Background: an optimization exercise with open tools, aiming at small area, a short achievable clock period and few clock cycles per item. Do not read the settings as production practice.
Function was checked by simulation only, so behaviour that the tests miss may differ from the original.

Setup of trial 54:
==> module nnRegisterFile, before the edit <==
module nnRegisterFile #(
    parameter int NumNeurons = 10
) (
    input  logic CLK,
    input  logic rst,
    input  logic write,
    input  logic read,
    input  nnPkg::addr_t address,
    input  nnPkg::fixed_t writedata,
    input  logic busy,
    input  logic done,
    input  logic error,
    input  nnPkg::fixed_t result,
    output nnPkg::fixed_t readdata,
    output logic [NumNeurons-1:0][nnPkg::DataWidth-1:0] weightIn,
    output logic [NumNeurons-1:0][nnPkg::DataWidth-1:0] weightOut,
    output nnPkg::fixed_t offset,
    output logic start,
    output logic writeIn0
);
    logic writeOk;
    nnPkg::statusWord_t status;
    nnPkg::fixed_t loadData;
    always_comb begin
        writeOk = write && !busy;
        start = writeOk && (address == nnPkg::AddrInput);
        writeIn0 = writeOk && (address == nnPkg::AddrWeightInBase);
        loadData = writedata & {nnPkg::DataWidth{!rst}};
    end
    always_ff @(posedge CLK) begin
        for (int i = 0; i < NumNeurons; i++) begin
            if (rst || (writeOk && address == nnPkg::addr_t'(nnPkg::AddrWeightInBase + i))) begin
                weightIn[i] <= loadData;
            end
            if (rst || (writeOk && address == nnPkg::addr_t'(nnPkg::AddrWeightOutBase + i))) begin
                weightOut[i] <= loadData;
            end
        end
        if (rst || (writeOk && address == nnPkg::AddrOffset)) begin
            offset <= loadData;
        end
    end
    always_comb begin
        status = '0;
        status.done = done;
        status.error = error;
        status.busy = busy;
    end
    always_comb begin
        readdata = '0;
        for (int i = 0; i < NumNeurons; i++) begin
            readdata = readdata | (weightIn[i] & {nnPkg::DataWidth{
                read && address == nnPkg::addr_t'(nnPkg::AddrWeightInBase + i)}});
            readdata = readdata | (weightOut[i] & {nnPkg::DataWidth{
                read && address == nnPkg::addr_t'(nnPkg::AddrWeightOutBase + i)}});
        end
        readdata = readdata | (offset & {nnPkg::DataWidth{read && address == nnPkg::AddrOffset}});
        readdata = readdata | (result & {nnPkg::DataWidth{read && address == nnPkg::AddrResult}});
        readdata = readdata | (nnPkg::fixed_t'(status) & {nnPkg::DataWidth{
            read && address == nnPkg::AddrStatus}});
    end
endmodule
clock: 12.5 ns
lec_check: 0
cap_margin: 20
core_margin: 2
core_utilization: 45
slew_margin: 20
standard.sh (not shown) runs the stock make flow with config.mk's settings and CLKGATE_MAP_FILE= SYNTH_SCRIPT=/design/flow/synth_recipe.tcl, a recipe that flattens the netlist after the stock synthesis.
==> flow/flow/run.sh <==
#!/bin/bash
set -euo pipefail
export BUFFER_PORTS_ARGS="-buffer_cell sky130_fd_sc_hd__buf_4"
export SETUP_SLACK_MARGIN=5.3
R=$PWD/orfs/results/$FLOW_PLATFORM/nnTop/base
bash standard.sh $R/1_2_yosys.v > synth.log 2>&1
cp $R/1_2_yosys.v netlist_synth.v
python3 flow/polarity.py netlist_synth.v netlist_polarity.v > polarity.log 2>&1
if bash flow/check_equiv.sh netlist_synth.v netlist_polarity.v > equiv.log 2>&1; then
  echo "equivalent: using the polarity netlist" >> polarity.log
  cp netlist_polarity.v $R/1_2_yosys.v
else
  echo "not shown equivalent: keeping the synthesis netlist" >> polarity.log
fi
bash standard.sh > standard.log 2>&1
Other scripts of this flow, unchanged in this note and not shown: flow/flow/check_equiv.sh, flow/flow/polarity.py
Testbench counts of trial 54, summed over its fixed seeds: cycles 7,168, evals 512.
Input changes introduced in trial 9 (baseline for comparison: trial 54):
--- a/flow/design.v
+++ b/flow/design.v
@@ -3091,16 +3091,26 @@
         status.busy = busy;
     end
+    logic [15:0] lowSel;
+    logic groupIn, groupOut, groupOffset, groupStatus;
+    nnPkg::fixed_t wordIn, wordOut;
     always_comb begin
-        readdata = '0;
+        for (int k = 0; k < 16; k++) begin
+            lowSel[k] = address[3:0] == 4'(k);
+        end
+        groupIn = read && address[8:4] == 5'd0;
+        groupOut = read && address[8:4] == 5'd1;
+        groupOffset = read && address[8:4] == 5'd2;
+        groupStatus = read && address[8:4] == 5'd3;
+        wordIn = '0;
+        wordOut = '0;
         for (int i = 0; i < NumNeurons; i++) begin
-            readdata = readdata | (weightIn[i] & {nnPkg::DataWidth{
-                read && address == nnPkg::addr_t'(nnPkg::AddrWeightInBase + i)}});
-            readdata = readdata | (weightOut[i] & {nnPkg::DataWidth{
-                read && address == nnPkg::addr_t'(nnPkg::AddrWeightOutBase + i)}});
+            wordIn = wordIn | (weightIn[i] & {nnPkg::DataWidth{lowSel[i]}});
+            wordOut = wordOut | (weightOut[i] & {nnPkg::DataWidth{lowSel[i]}});
         end
-        readdata = readdata | (offset & {nnPkg::DataWidth{read && address == nnPkg::AddrOffset}});
-        readdata = readdata | (result & {nnPkg::DataWidth{read && address == nnPkg::AddrResult}});
-        readdata = readdata | (nnPkg::fixed_t'(status) & {nnPkg::DataWidth{
-            read && address == nnPkg::AddrStatus}});
+        readdata = (wordIn & {nnPkg::DataWidth{groupIn}})
+                 | (wordOut & {nnPkg::DataWidth{groupOut}})
+                 | (offset & {nnPkg::DataWidth{groupOffset && lowSel[0]}})
+                 | (result & {nnPkg::DataWidth{groupStatus && lowSel[0]}})
+                 | (nnPkg::fixed_t'(status) & {nnPkg::DataWidth{groupStatus && lowSel[1]}});
     end
 endmodule
Notes after the runs:
The synthesized area on trial 9 is in line with that on trial 54.
Taking trial 54 as the reference, in trial 9 ratio of final minimum period to clock period lower; area added between synthesis and finish went up; post-route worst hold slack lower; number of clock-tree buffers in the layout saw an increase; initial antenna violation count lower.
Testbench counts of trial 9, summed over its fixed seeds: cycles 7,168, evals 512.

==> re-timing with driven ports <==
Ports are ideal in the flow. The routed layouts listed here were re-timed in OpenROAD.
Step 1: set_driving_cell puts a clkbuf_16 on CLK and a buf_2 on each other input, an assumption about the parent block.
Step 2 adds t to the input delays and takes it off the output delays; t is the mean of the earliest and latest rising clock arrival at the registers after step 1. Input paths then give back, and output paths get back, about the clock's delay inside the block.
a / b / c = ideal ports / drivers / drivers and shift; a / b = the first two.
run	shift t [ns]	setup WS [ns]	worst hold slack (ns)
trial 54	0.839	5.164 / 5.114 / 5.114	0.565 / 0.565 / 0.565
trial 9	0.794	5.237 / 5.165 / 5.165	0.467 / 0.467 / 0.467
After both steps setup and hold are still met in every run listed. For trial 9, which loses most, drivers alone change the setup slack by -0.072 ns; drivers and shift together by -0.072 ns.
